Background: an optimization exercise with open tools, aiming at small area and a short achievable clock period. Do not read the settings as production practice. Where RTL was checked, it was by simulation tests only, not by an equivalence proof against the original. Power figures rest on the tool's default switching activity, not on a simulated workload.

==> flow/design.v (excerpt) <==
module mfb_frame_gen_top (
    input  logic          CLK,
    input  logic          RESET,
    input  logic          START,
    input  logic [31:0]   FRAMES,
    input  logic [15:0]   LEN_MIN,
    input  logic [15:0]   LEN_MAX,
    output logic          BUSY,
    output logic          DONE,
    output logic [31:0]   SENT_CNT,
    output logic [1023:0] TX_DATA,
    output logic [5:0]    TX_SOF_POS,
    output logic [11:0]   TX_EOF_POS,
    output logic [1:0]    TX_SOF,
    output logic [1:0]    TX_EOF,
    output logic          TX_SRC_RDY,
    input  logic          TX_DST_RDY
);
    mfb_frame_gen gen_i (
        .CLK        (CLK),
        .RESET      (RESET),
        .START      (START),
        .FRAMES     (FRAMES),
        .LEN_MIN    (LEN_MIN),
        .LEN_MAX    (LEN_MAX),
        .BUSY       (BUSY),
        .DONE       (DONE),
        .SENT_CNT   (SENT_CNT),
        .TX_DATA    (TX_DATA),
        .TX_SOF_POS (TX_SOF_POS),
        .TX_EOF_POS (TX_EOF_POS),
        .TX_SOF     (TX_SOF),
        .TX_EOF     (TX_EOF),
        .TX_SRC_RDY (TX_SRC_RDY),
        .TX_DST_RDY (TX_DST_RDY)
    );
endmodule
Settings: LEC_CHECK=0, ABC_CLOCK_PERIOD_IN_PS=3000, CAP_MARGIN=20, CORE_AREA=4 4 326 326, DIE_AREA=0 0 330 330, SLEW_MARGIN=20; clock period 12.0 ns.
standard.sh (not shown) runs the stock make flow with config.mk's settings and CLKGATE_MAP_FILE= SYNTH_SCRIPT=/design/flow/synth_recipe.tcl, a recipe that flattens the netlist after the stock synthesis.
==> flow/flow/run.sh <==
#!/bin/bash
set -euo pipefail
bash standard.sh \
  "BUFFER_PORTS_ARGS=-buffer_cell sky130_fd_sc_hd__buf_1" \
  SETUP_SLACK_MARGIN=7.3 \
  finish > make.log 2>&1
Next try:
==> flow/flow/run.sh (replaced) <==
#!/bin/bash
set -euo pipefail
bash standard.sh \
  "BUFFER_PORTS_ARGS=-buffer_cell sky130_fd_sc_hd__buf_1" \
  SETUP_SLACK_MARGIN=7.5 \
  finish > make.log 2>&1
Result:
- via count came out higher by 1.8%
- setup slack improved by 0.17 ns
- non-clock buffer count came out higher by 71
- synthesized cell count does not change
- global-route usage came out higher by 0.94 points
- clock-buffer cell count came out higher by 2
- design area came out higher by 6.4%
- combinational power came out higher by about 9%
Function was not checked in any run of this note: the RTL went through the layout flow alone.


mfb_frame_gen_top, a different RTL version from the one above (not shown whole).
For scale: about 2900 cells after synthesis, roughly 210 flip-flops, roughly 22000 um^2 of cells after synthesis.
Design mfb_frame_gen_top, start of the top module:
module mfb_frame_gen_top (
    input  logic          CLK,
    input  logic          RESET,
    input  logic          START,
    input  logic [31:0]   FRAMES,
    input  logic [15:0]   LEN_MIN,
    input  logic [15:0]   LEN_MAX,
    output logic          BUSY,
    output logic          DONE,
    output logic [31:0]   SENT_CNT,
    output logic [1023:0] TX_DATA,
    output logic [5:0]    TX_SOF_POS,
    output logic [11:0]   TX_EOF_POS,
    output logic [1:0]    TX_SOF,
    output logic [1:0]    TX_EOF,
    output logic          TX_SRC_RDY,
    input  logic          TX_DST_RDY
);
export LEC_CHECK = 0
export ABC_CLOCK_PERIOD_IN_PS = 3000
export CAP_MARGIN = 20
export CORE_AREA = 4 4 326 326
export DIE_AREA = 0 0 330 330
export SLEW_MARGIN = 20
create_clock -name core_clock -period 12.0 [get_ports {CLK}]
==> flow/flow/run.sh <==
#!/bin/bash
set -euo pipefail
bash standard.sh \
  "BUFFER_PORTS_ARGS=-buffer_cell sky130_fd_sc_hd__buf_1" \
  SETUP_SLACK_MARGIN=6.5 \
  finish > make.log 2>&1
==> next run, changes <==
Settings changed: CORE_AREA 4 4 326 326 to 4 4 396 396, DIE_AREA 0 0 330 330 to 0 0 400 400.
The new run completed with no timing, DRC or antenna violations.
Core utilization fell by 8.0 points.
Synthesized cell count is unchanged.
Die area rose by well over a third.
Setup slack gets worse by 0.093 ns.
Register-to-register slack gets worse by 0.08 ns.
Global-route usage fell by 6.2 points.
Wire length rose by roughly a tenth.
Hold slack gets worse by 0.029 ns.
Cell area rose by a few percent.
Final cell count rose by roughly a tenth.
First-iteration DRC count rose by about a fifth.
==> next run, changes <==
--- a/flow/flow/run.sh
+++ b/flow/flow/run.sh
@@ -5 +5 @@
-  SETUP_SLACK_MARGIN=6.5 \
+  SETUP_SLACK_MARGIN=5 \
Count of clock-buffer cells in the layout is higher by 2; wire length is lower by 3.6%; clock skew is lower by 0.017 ns; setup slack loses 1.3 ns; final area is lower by 5.6%; power is lower by 5.1%; clock power is lower by 9.3%; final cell count is lower by 1.2%; die area does not change; maximum frequency is lower by 19%.
No run of this note included a check of the RTL's function; only the layout flow was run.


mfb_frame_gen_top, a different RTL version from the one above (not shown whole).
Size in the first run: ~2800 cells after synthesis, ~260 flip-flops, roughly 1100 I/O pins, ~25000 um2 of cells after synthesis.
Settings: LEC_CHECK=0, ABC_CLOCK_PERIOD_IN_PS=3000, CAP_MARGIN=20, CORE_AREA=4 4 326 326, DIE_AREA=0 0 330 330, SLEW_MARGIN=20; clock period 12.0 ns.
==> flow/flow/run.sh <==
#!/bin/bash
set -euo pipefail
bash standard.sh \
  "BUFFER_PORTS_ARGS=-buffer_cell sky130_fd_sc_hd__buf_1" \
  SETUP_SLACK_MARGIN=7.1 \
  finish > make.log 2>&1
The first run finished clean.
Then changed:
==> flow/flow/run.sh (replaced) <==
#!/bin/bash
# The standard ORFS layout (standard.sh, with the standard synthesis), with
#  - the smallest buffer on the ports,
#  - the TX_DATA pins that one register or gate drives placed side by side
#    (place_pins -group_pins), so that those nets stay short, and
set -euo pipefail

# Item i of region r is TX_DATA[(r*64+i)*8 +: 8]. Bit b < 3 of an item comes
# from a register (or its complement) shared by the items with the same
# i mod 2^b; bit 3 is shared by the items with the same i mod 16 (as i/8 mod
# 2, i mod 8) and bit 4 by those with the same i mod 32; only the groups for bits 0-3 are made here.
groups=""
group() {  # $1: bit, $2: modulus; one group per residue
    local r=$3 b=$1 n=$2 g i k list
    for ((g = 0; g < n; g++)); do
        list=""
        k=0
        for ((i = g; i < 64; i += n)); do
            list+=" TX_DATA[$(( (r * 64 + i) * 8 + b ))]"
            # at most 16 pins a group, which place_pins can always fit
            if (( ++k == 16 )); then
                groups+=" -group_pins {${list# }}"
                list=""
                k=0
            fi
        done
        if [[ -n $list ]]; then groups+=" -group_pins {${list# }}"; fi
    done
}
for r in 0 1; do
    group 0 1 $r
    group 1 2 $r
    group 2 4 $r
    group 3 16 $r
    :
done

bash standard.sh \
  "BUFFER_PORTS_ARGS=-buffer_cell sky130_fd_sc_hd__buf_1" \
  "PLACE_PINS_ARGS=${groups# }" \
  SETUP_SLACK_MARGIN=7.3 \
  finish > make.log 2>&1
Result: With this change the flow never finished: it broke off in I/O pin placement (3_2_place_iop). Synthesized area stays the same. Synthesized cell count stays the same.
Then changed:
==> flow/flow/run.sh (replaced) <==
#!/bin/bash
set -euo pipefail
bash standard.sh \
  "BUFFER_PORTS_ARGS=-buffer_cell sky130_fd_sc_hd__buf_1" \
  SETUP_SLACK_MARGIN=7.3 \
  finish > make.log 2>&1
After rerunning: Now the flow passed the timing, design-rule and antenna checks. Synthesized cell count stays the same. Synthesized area is unchanged.
Then changed:
--- a/flow/flow/run.sh
+++ b/flow/flow/run.sh
@@ -1,0 +2,4 @@
+# The standard ORFS layout (standard.sh, with the standard synthesis), with
+#  - the smallest buffer on the ports,
+#  - the TX_DATA pins that one register or gate drives placed side by side
+#    (place_pins -group_pins), so that those nets stay short, and
@@ -2,0 +7,24 @@
+
+# Item i of region r is TX_DATA[(r*64+i)*8 +: 8]. Bit b < 3 of an item comes
+# from a register (or its complement) shared by the items with the same
+# i mod 2^b; bit 3 is shared by the items with the same i mod 16 (as i/8 mod
+# 2, i mod 8) and bit 4 by those with the same i mod 32.
+groups=""
+group() {  # $1: bit, $2: modulus; one group per residue
+    local r=$3 b=$1 n=$2 g i list
+    for ((g = 0; g < n; g++)); do
+        list=""
+        for ((i = g; i < 64; i += n)); do
+            list+=" TX_DATA[$(( (r * 64 + i) * 8 + b ))]"
+        done
+        groups+=" -group_pins {${list# }}"
+    done
+}
+for r in 0 1; do
+    group 0 1 $r
+    group 1 2 $r
+    group 2 4 $r
+    group 3 16 $r
+    group 4 32 $r
+done
+
@@ -4,0 +33 @@
+  "PLACE_PINS_ARGS=${groups# }" \
Outcome: The changed run died in I/O pin placement (3_2_place_iop); area after synthesis stays the same; synthesized cell count does not change.
Function was not checked in any run of this note: the RTL went through the layout flow alone.


The RTL this note starts from:
==> flow/design.v <==
package mfb_frame_gen_pkg;
    localparam logic [15:0] LFSR_TAPS = 16'h002D;
endpackage
module mfb_frame_gen_lfsr #(
    parameter logic [15:0] SEED = 16'hACE1
) (
    input  logic        clk,
    input  logic        reset,
    input  logic        en,
    input  logic        adv1,
    input  logic        adv2,
    output logic [15:0] ahead0,
    output logic [15:0] ahead1,
    output logic [15:0] ahead2
);
    logic [15:0] q;
    assign ahead0 = q;
    assign ahead1 = {^(ahead0 & mfb_frame_gen_pkg::LFSR_TAPS), ahead0[15:1]};
    assign ahead2 = {^(ahead1 & mfb_frame_gen_pkg::LFSR_TAPS), ahead1[15:1]};
    always_ff @(posedge clk) begin
        if (reset)     q <= SEED;
        else if (en) begin
            if (adv2)      q <= ahead2;
            else if (adv1) q <= ahead1;
        end
    end
endmodule
module mfb_frame_gen_items (
    input  logic [7:0]   base,
    output logic [511:0] items
);
    logic [2:0] lo, hi;
    logic [1:0] top;
    assign lo  = base[2:0];
    assign hi  = base[5:3];
    assign top = base[7:6];
    logic [7:0]      cl;         
    logic [7:0][2:0] sl;
    logic [7:0][2:0] h0, h1;
    logic [7:0]      g0, g1;     
    always_comb begin
        for (int j = 0; j < 8; j++) begin
            {cl[j], sl[j]} = {1'b0, lo} + 4'(j);
            {g0[j], h0[j]} = {1'b0, hi} + 4'(j);
            {g1[j], h1[j]} = {1'b0, hi} + 4'(j + 1);
        end
    end
    genvar i;
    generate
        for (i = 0; i < 64; i++) begin : g_item
            localparam int JL = i % 8;
            localparam int JH = i / 8;
            logic       c3, c6;
            logic [2:0] mid;
            assign c3  = cl[JL];
            assign mid = c3 ? h1[JH] : h0[JH];
            assign c6  = c3 ? g1[JH] : g0[JH];
            assign items[i*8 +: 8] = {top + {1'b0, c6}, mid, sl[JL]};
        end
    endgenerate
endmodule
module mfb_frame_gen (
    input  logic          CLK,
    input  logic          RESET,
    input  logic          START,
    input  logic [31:0]   FRAMES,
    input  logic [15:0]   LEN_MIN,
    input  logic [15:0]   LEN_MAX,
    output logic          BUSY,
    output logic          DONE,
    output logic [31:0]   SENT_CNT,
    output logic [1023:0] TX_DATA,
    output logic [5:0]    TX_SOF_POS,
    output logic [11:0]   TX_EOF_POS,
    output logic [1:0]    TX_SOF,
    output logic [1:0]    TX_EOF,
    output logic          TX_SRC_RDY,
    input  logic          TX_DST_RDY
);
    logic        busy_q, done_q;
    logic        idle;
    assign idle = !busy_q && !done_q;
    logic [15:0] lm1_q;      
    logic [15:0] lx1_q;      
    logic [15:0] d_q;        
    logic [15:0] mask_q;     
    logic [31:0] left_q;     
    logic [7:0]  fidx_q;     
    logic        in_q;       
    logic [9:0]  rr_q;       
    logic [5:0]  ep_q;       
    logic [1:0]  o_q;        
    logic        last_q;     
    logic [7:0]  base0_q, base1_q;
    logic xfer, load;
    assign xfer = TX_SRC_RDY && TX_DST_RDY;
    assign load = busy_q && !last_q && (!TX_SRC_RDY || TX_DST_RDY);
    logic [15:0] v0, v1, v2;
    logic        adv1, adv2;
    mfb_frame_gen_lfsr #(.SEED(16'hACE1)) lfsr_i (
        .clk    (CLK),
        .reset  (RESET),
        .en     (load),
        .adv1   (adv1),
        .adv2   (adv2),
        .ahead0 (v0),
        .ahead1 (v1),
        .ahead2 (v2)
    );
    logic [15:0] x0, x1, t0, t1;
    logic        sat0, sat1;
    assign x0   = v0 & mask_q;
    assign x1   = v1 & mask_q;
    assign sat0 = x0 > d_q;
    assign sat1 = x1 > d_q;
    assign t0   = sat0 ? lx1_q : lm1_q + x0;
    assign t1   = sat1 ? lx1_q : lm1_q + x1;
    logic one0, one1, two0;
    assign one0 = t0[15:6] == 10'd0;
    assign one1 = t1[15:6] == 10'd0;
    assign two0 = t0[15:7] == 9'd0;
    logic        left_nz, left_ge2, left_eq1, left_eq2;
    assign left_nz  = left_q != 32'd0;
    assign left_ge2 = left_q[31:1] != 31'd0;
    assign left_eq1 = left_q == 32'd1;
    assign left_eq2 = left_q == 32'd2;
    logic        sof0, sof1, eof0, eof1;
    logic [5:0]  ep0, ep1;
    logic [7:0]  b0, b1;
    logic        in_n;
    logic [9:0]  rr_n;
    logic [5:0]  ep_n;
    logic [1:0]  o_n;
    logic [7:0]  fidx_n;
    logic        last_n;
    logic [31:0] left_n;
    logic [7:0]  fidx_p1, fidx_p2;
    assign fidx_p1 = fidx_q + 8'd1;
    assign fidx_p2 = fidx_q + 8'd2;
    always_comb begin
        sof0 = !in_q;
        if (in_q) begin
            eof0 = rr_q == 10'd0;
            ep0  = ep_q;
            b0   = {fidx_q[7:6] + o_q, fidx_q[5:0]};
        end else begin
            eof0 = one0;
            ep0  = t0[5:0];
            b0   = fidx_q;
        end
        in_n   = 1'b0;
        rr_n   = rr_q;
        ep_n   = ep_q;
        o_n    = o_q;
        fidx_n = fidx_p1;
        sof1   = 1'b0;
        eof1   = 1'b0;
        ep1    = ep0;
        b1     = {b0[7:6] + 2'd1, b0[5:0]};
        if (!eof0) begin
            eof1 = in_q ? (rr_q == 10'd1) : two0;
            ep1  = ep0;
            if (!eof1) begin
                in_n   = 1'b1;
                rr_n   = (in_q ? rr_q : t0[15:6]) - 10'd2;
                ep_n   = ep0;
                o_n    = (in_q ? o_q : 2'd0) + 2'd2;
                fidx_n = fidx_q;
            end
        end else begin
            sof1 = in_q ? left_nz : left_ge2;
            b1   = fidx_p1;
            if (sof1) begin
                eof1 = in_q ? one0 : one1;
                ep1  = in_q ? t0[5:0] : t1[5:0];
                if (!eof1) begin
                    in_n   = 1'b1;
                    rr_n   = (in_q ? t0[15:6] : t1[15:6]) - 10'd1;
                    ep_n   = ep1;
                    o_n    = 2'd1;
                    fidx_n = fidx_p1;
                end else begin
                    fidx_n = fidx_p2;
                end
            end
        end
        adv1   = sof0 ^ sof1;
        adv2   = sof0 & sof1;
        left_n = left_q - {30'd0, adv2, adv1};
        if (adv2)      last_n = !in_n && left_eq2;
        else if (adv1) last_n = !in_n && left_eq1;
        else           last_n = !in_n && !left_nz;
    end
    function automatic logic [15:0] smear(input logic [15:0] d);
        logic [15:0] m;
        m = d;
        for (int s = 1; s < 16; s = s * 2) m = m | (m >> s);
        smear = m;
    endfunction
    logic [15:0] d_in;
    assign d_in = LEN_MAX - LEN_MIN;
    always_ff @(posedge CLK) begin
        if (RESET) begin
            busy_q <= 1'b0;
            done_q <= 1'b0;
        end else if (idle) begin
            busy_q <= START && (FRAMES != 32'd0);
            done_q <= START && (FRAMES == 32'd0);
        end else if (done_q) begin
            done_q <= 1'b0;
        end else if (xfer && last_q) begin
            busy_q <= 1'b0;
            done_q <= 1'b1;
        end
    end
    always_ff @(posedge CLK) begin
        if (RESET)                 SENT_CNT <= 32'd0;
        else if (idle && START)    SENT_CNT <= 32'd0;
        else if (xfer)             SENT_CNT <= SENT_CNT + {30'd0, TX_EOF[1] & TX_EOF[0], TX_EOF[1] ^ TX_EOF[0]};
    end
    always_ff @(posedge CLK) begin
        if (RESET)     TX_SRC_RDY <= 1'b0;
        else if (load) TX_SRC_RDY <= 1'b1;
        else if (xfer) TX_SRC_RDY <= 1'b0;
    end
    always_ff @(posedge CLK) begin
        if (idle) begin
            lm1_q  <= LEN_MIN - 16'd1;
            lx1_q  <= LEN_MAX - 16'd1;
            d_q    <= d_in;
            mask_q <= (LEN_MIN < LEN_MAX) ? smear(d_in) : 16'd0;
            left_q <= FRAMES;
            fidx_q <= 8'd0;
            in_q   <= 1'b0;
            last_q <= 1'b0;
        end else if (load) begin
            left_q <= left_n;
            fidx_q <= fidx_n;
            in_q   <= in_n;
            last_q <= last_n;
            rr_q   <= rr_n;
            ep_q   <= ep_n;
            o_q    <= o_n;
        end
    end
    always_ff @(posedge CLK) begin
        if (load) begin
            TX_SOF     <= {sof1, sof0};
            TX_EOF     <= {eof1, eof0};
            TX_EOF_POS <= {ep1, ep0};
            base0_q    <= b0;
            base1_q    <= b1;
        end
    end
    assign BUSY       = busy_q;
    assign DONE       = done_q;
    assign TX_SOF_POS = 6'd0;
    mfb_frame_gen_items items0_i (.base(base0_q), .items(TX_DATA[511:0]));
    mfb_frame_gen_items items1_i (.base(base1_q), .items(TX_DATA[1023:512]));
endmodule
module mfb_frame_gen_top (
    input  logic          CLK,
    input  logic          RESET,
    input  logic          START,
    input  logic [31:0]   FRAMES,
    input  logic [15:0]   LEN_MIN,
    input  logic [15:0]   LEN_MAX,
    output logic          BUSY,
    output logic          DONE,
    output logic [31:0]   SENT_CNT,
    output logic [1023:0] TX_DATA,
    output logic [5:0]    TX_SOF_POS,
    output logic [11:0]   TX_EOF_POS,
    output logic [1:0]    TX_SOF,
    output logic [1:0]    TX_EOF,
    output logic          TX_SRC_RDY,
    input  logic          TX_DST_RDY
);
    mfb_frame_gen gen_i (
        .CLK        (CLK),
        .RESET      (RESET),
        .START      (START),
        .FRAMES     (FRAMES),
        .LEN_MIN    (LEN_MIN),
        .LEN_MAX    (LEN_MAX),
        .BUSY       (BUSY),
        .DONE       (DONE),
        .SENT_CNT   (SENT_CNT),
        .TX_DATA    (TX_DATA),
        .TX_SOF_POS (TX_SOF_POS),
        .TX_EOF_POS (TX_EOF_POS),
        .TX_SOF     (TX_SOF),
        .TX_EOF     (TX_EOF),
        .TX_SRC_RDY (TX_SRC_RDY),
        .TX_DST_RDY (TX_DST_RDY)
    );
endmodule
clock: 12.0 ns
lec_check: 0
abc_clock_period_in_ps: 4000
cap_margin: 20
core_area: 5 5 245 245
die_area: 0 0 250 250
setup_slack_margin: 5
slew_margin: 20
run.sh (not shown) runs the stock make flow with config.mk's settings and CLKGATE_MAP_FILE= SYNTH_SCRIPT=/design/flow/synth_recipe.tcl, a recipe that flattens the netlist after the stock synthesis.
Stock flow here: none of the scripts above is used.
The starting point stopped in I/O pin placement (3_2_place_iop).
Edit:
==> flow/flow/run.sh (new file) <==
#!/bin/bash
set -euo pipefail
bash standard.sh \
  "BUFFER_PORTS_ARGS=-buffer_cell sky130_fd_sc_hd__buf_1" \
  SETUP_SLACK_MARGIN=8 \
  finish > make.log 2>&1
==> flow/standard.sh (new file) <==
#!/bin/bash
# synth_recipe.tcl (not shown) runs the flow's synth.tcl, then flattens the netlist and writes it again
# the make line also repeats each setting of config.mk as NAME=value (left out here)
make -C /OpenROAD-flow-scripts/flow DESIGN_CONFIG=/design/flow/config.mk WORK_HOME=/design/flow/orfs CLKGATE_MAP_FILE= SYNTH_SCRIPT=/design/flow/synth_recipe.tcl "${@:-finish}"
Settings changed: CORE_AREA 5 5 245 245 to 4 4 396 396, DIE_AREA 0 0 250 250 to 0 0 400 400, SETUP_SLACK_MARGIN 5 to not set.
removed: flow/run.sh
After rerunning: With this change the flow ran to the end with no violations; area after synthesis is unchanged; synthesized cell count stays the same.
Edit:
==> flow/run.sh (new file) <==
#!/bin/bash
# synth_recipe.tcl (not shown) runs the flow's synth.tcl, then flattens the netlist and writes it again
# the make line also repeats each setting of config.mk as NAME=value (left out here)
make -C /OpenROAD-flow-scripts/flow DESIGN_CONFIG=/design/flow/config.mk WORK_HOME=/design/flow/orfs CLKGATE_MAP_FILE= SYNTH_SCRIPT=/design/flow/synth_recipe.tcl finish
Settings changed: ABC_CLOCK_PERIOD_IN_PS 4000 to 6000, CORE_AREA 4 4 396 396 to 5 5 415 415, DIE_AREA 0 0 400 400 to 0 0 420 420.
removed: flow/flow/run.sh
removed: flow/standard.sh
Final cell count shrinks by 9.4%.
Worst hold slack improved by 7.4 ps.
Worst setup slack is worse by 2300 ps.
Utilization falls by 13 points.
Register-to-register slack loses 1900 ps.
Design area came out lower by 33%.
Synthesized area does not change.
Via count is lower by 19%.
Edit:
==> flow/flow/run.sh (new file) <==
#!/bin/bash
set -euo pipefail
bash standard.sh \
  "BUFFER_PORTS_ARGS=-buffer_cell sky130_fd_sc_hd__buf_1" \
  SETUP_SLACK_MARGIN=8 \
  finish > make.log 2>&1
==> flow/standard.sh (new file) <==
#!/bin/bash
# synth_recipe.tcl (not shown) runs the flow's synth.tcl, then flattens the netlist and writes it again
# the make line also repeats each setting of config.mk as NAME=value (left out here)
make -C /OpenROAD-flow-scripts/flow DESIGN_CONFIG=/design/flow/config.mk WORK_HOME=/design/flow/orfs CLKGATE_MAP_FILE= SYNTH_SCRIPT=/design/flow/synth_recipe.tcl "${@:-finish}"
Settings changed: ABC_CLOCK_PERIOD_IN_PS 6000 to 4000, CORE_AREA 5 5 415 415 to 5 5 245 245, DIE_AREA 0 0 420 420 to 0 0 250 250.
removed: flow/run.sh
After rerunning: With this change the flow aborted during I/O pin placement (3_2_place_iop); synthesized area is unchanged; synthesized cell count stays the same.

what the ideal ports hide:
The flow's constraints put no driver on any port. The routed layouts listed below were extracted and timed again, unchanged, in two steps. Step 1 assumes that a clkbuf_16 drives the clock port and a buf_2 every other input. Step 2 adds t to the input delays and takes it off the output delays; t is the mean of the earliest and latest rising clock arrival at the registers after step 1. Input paths then give back, and output paths get back, about the clock's delay inside the block. Slacks: no drivers / after step 1 / after step 2; pairs: no drivers / after step 1.
| run | t, ns | setup slack, ns | pins driven straight from the clock port |
|---|---|---|---|
| the first run of note 1 | 0.625 | 7.166 / 7.107 / 6.783 | 1 |
| the second run of note 1 | 0.629 | 7.339 / 7.280 / 6.941 | 1 |
| the first run of note 2 | 0.609 | 6.474 / 6.411 / 6.280 | 1 |
| the second run of note 2 | 0.605 | 6.382 / 6.330 / 6.122 | 1 |
| the third run of note 2 | 0.604 | 5.090 / 5.039 / 5.643 | 1 |
| the first run of note 3 | 0.621 | 7.082 / 7.026 / 6.684 | 1 |
| the third run of note 3 | 0.627 | 7.103 / 7.043 / 6.840 | 1 |
| the second run of note 4 | 0.599 | 6.483 / 6.483 / 6.483 | 1 |
| the third run of note 4 | 0.582 | 4.225 / 4.186 / 4.574 | 1 |
After both steps every run listed still meets setup and hold.
